Context: an optimization exercise on an open-source flow, tuned for small area. The choices shown serve that exercise and are no tape-out recipe. In this exercise RTL edits were held to simulation tests only and were not proved equivalent to the original. Power is estimated from default activity; no workload was simulated.

Design mul_stage_reg, start of the top module:
module mul_stage_reg #(
    parameter int NUM_PP = mul_pkg::DEF_NUM_PP,
    parameter int PP_W   = mul_pkg::DEF_PP_W,
    parameter int OP_W   = mul_pkg::DEF_OP_W
) (
    input  logic                   clk,
    input  logic                   rst,
    input  logic                   flush,
    input  logic                   in_valid,
    output logic                   in_ready,
    input  logic [NUM_PP*PP_W-1:0] in_pp,
    input  logic [OP_W-1:0]        in_a,
    input  logic [OP_W-1:0]        in_b,
    output logic                   out_valid,
    input  logic                   out_ready,
    output logic [NUM_PP*PP_W-1:0] out_pp,
    output logic [OP_W-1:0]        out_a,
    output logic [OP_W-1:0]        out_b,
    output logic [1:0]             occupancy
);
For scale: ~2000 cells after synthesis, about 25000 µm² of cells after synthesis.
==> flow/config.mk <==
export PLATFORM = sky130hd
export DESIGN_NAME = mul_stage_reg
export DESIGN_NICKNAME = mul_stage_reg
export VERILOG_FILES = /design/flow/design.v
export SDC_FILE = /design/flow/constraint.sdc
export NUM_CORES = 4
export LEC_CHECK = 0
export CAP_MARGIN = 20
export CORE_MARGIN = 2
export CORE_UTILIZATION = 40
export SLEW_MARGIN = 20
export SYNTH_HIERARCHICAL = 1
==> flow/constraint.sdc <==
create_clock -name core_clock -period 5.0 [get_ports {clk}]
set_input_delay 1.0000 -clock core_clock [delete_from_list [all_inputs] [get_ports {clk}]]
set_output_delay 1.0000 -clock core_clock [all_outputs]
set_load 0.01 [all_outputs]
standard.sh (not shown) runs the stock make flow with config.mk's settings and CLKGATE_MAP_FILE= SYNTH_SCRIPT=/design/flow/synth_recipe.tcl, a recipe that flattens the netlist after the stock synthesis.
==> flow/flow/run.sh <==
#!/bin/bash
# The standard layout with two changes:
#  - buffer_ports inserts the smallest buffer (sky130_fd_sc_hd__buf_1) on
#    every input and output port instead of the tool's pick;
#  - clock tree synthesis clusters more flip-flops per leaf buffer, uses
#    smaller clock buffers and adds no dummy loads.
set -euo pipefail
bash standard.sh \
  "BUFFER_PORTS_ARGS=-buffer_cell sky130_fd_sc_hd__buf_1" \
  "CTS_ARGS=-sink_clustering_enable -repair_clock_nets -dont_use_dummy_load -buf_list sky130_fd_sc_hd__clkbuf_8 -sink_clustering_size 17 -sink_clustering_max_diameter 100" \
  finish > standard_make.log 2>&1
The first run went through all stages and came out clean.
Edit:
--- a/flow/flow/run.sh
+++ b/flow/flow/run.sh
@@ -8,4 +8,4 @@
 bash standard.sh \
   "BUFFER_PORTS_ARGS=-buffer_cell sky130_fd_sc_hd__buf_1" \
-  "CTS_ARGS=-sink_clustering_enable -repair_clock_nets -dont_use_dummy_load -buf_list sky130_fd_sc_hd__clkbuf_8 -sink_clustering_size 17 -sink_clustering_max_diameter 100" \
+  "CTS_ARGS=-sink_clustering_enable -repair_clock_nets -dont_use_dummy_load -buf_list sky130_fd_sc_hd__clkbuf_8 -sink_clustering_size 16 -sink_clustering_max_diameter 70" \
   finish > standard_make.log 2>&1
GPL_TIMING_DRIVEN = 0   (was not set)
The changed run passed the timing, design-rule and antenna checks; clock-buffer cell count went up by 4; total power went up by 1.7%; synthesized area does not change; hold slack loses 0.036 ns; wire length is about the same; global-route usage went up by 0.35 points.
Edit:
==> flow/flow/run.sh (replaced) <==
#!/bin/bash
# The standard layout, with the port buffers that buffer_ports inserts made
# the smallest buffer (sky130_fd_sc_hd__buf_1) instead of the tool's pick.
set -euo pipefail
bash standard.sh "BUFFER_PORTS_ARGS=-buffer_cell sky130_fd_sc_hd__buf_1" finish > standard_make.log 2>&1
GPL_TIMING_DRIVEN = not set   (was 0)
The changed run ran to the end with no violations.
Synthesized cell count does not change.
Area after synthesis is unchanged.
Die area is unchanged.
Routed wire length rose by 1.4%.
Final cell count climbs by 1.7%.
Total power rises by 24%.
Critical path depth decreases by 3.
Edit:
==> flow/flow/run.sh (replaced) <==
#!/bin/bash
# The standard layout with two changes:
#  - buffer_ports inserts the smallest buffer (sky130_fd_sc_hd__buf_1) on
#    every input and output port instead of the tool's pick;
#  - clock tree synthesis clusters more flip-flops per leaf buffer, uses
#    smaller clock buffers and adds no dummy loads.
set -euo pipefail
bash standard.sh \
  "BUFFER_PORTS_ARGS=-buffer_cell sky130_fd_sc_hd__buf_1" \
  "CTS_ARGS=-sink_clustering_enable -repair_clock_nets -dont_use_dummy_load -buf_list sky130_fd_sc_hd__clkbuf_8 -sink_clustering_size 16 -sink_clustering_max_diameter 70" \
  finish > standard_make.log 2>&1
CAP_MARGIN = 10   (was 20)
SLEW_MARGIN = 10   (was 20)
- The new run passed the timing, design-rule and antenna checks
- global-route usage fell by 0.45 points
- cell count fell by 2.4%
- routed wire length fell by 1.5%
- synthesized area stays the same
Edit:
==> flow/run.sh (new file) <==
#!/bin/bash
# synth_recipe.tcl (not shown) runs the flow's synth.tcl, then flattens the netlist and writes it again
# the make line also repeats each setting of config.mk as NAME=value (left out here)
make -C /OpenROAD-flow-scripts/flow DESIGN_CONFIG=/design/flow/config.mk WORK_HOME=/design/flow/orfs CLKGATE_MAP_FILE= SYNTH_SCRIPT=/design/flow/synth_recipe.tcl finish
CAP_MARGIN = 20   (was 10)
SLEW_MARGIN = 20   (was 10)
removed: flow/flow/run.sh
removed: flow/standard.sh
=> The changed run produced a clean layout; cell count goes up by 2.7%; core utilization goes up by 11 points; design area goes up by 23%.

re-timing with driven ports:
The flow's constraints put no driver on any port. The routed layouts listed below were extracted and timed again, unchanged, in two steps. Step 1 assumes that a clkbuf_16 drives the clock port and a buf_2 every other input. Step 2 adds t to the input delays and takes it off the output delays; t is the mean of the earliest and latest rising clock arrival at the registers after step 1. Input paths then give back, and output paths get back, about the clock's delay inside the block. Slacks: no drivers / after step 1 / after step 2; pairs: no drivers / after step 1.
run	t, ns	slack for setup (ns)	worst hold slack (ns)	worst setup path at the end	latest minus earliest clock arrival (ns)
the first run	0.712	1.984 / 1.927 / 2.087	0.466 / 0.466 / 0.466	input to register	0.028 / 0.028
the second run	0.718	1.014 / 0.955 / 1.534	0.430 / 0.430 / 0.430	input to register	0.055 / 0.055
the third run	0.669	2.065 / 2.003 / 2.067	0.452 / 0.452 / 0.452	input to register	0.031 / 0.030
the fourth run	0.714	2.000 / 1.944 / 2.089	0.438 / 0.438 / 0.438	input to register	0.050 / 0.050
the fifth run	0.671	1.350 / 1.286 / 1.568	0.458 / 0.458 / 0.458	input to register	0.018 / 0.018
After both steps setup and hold are still met in every run listed.
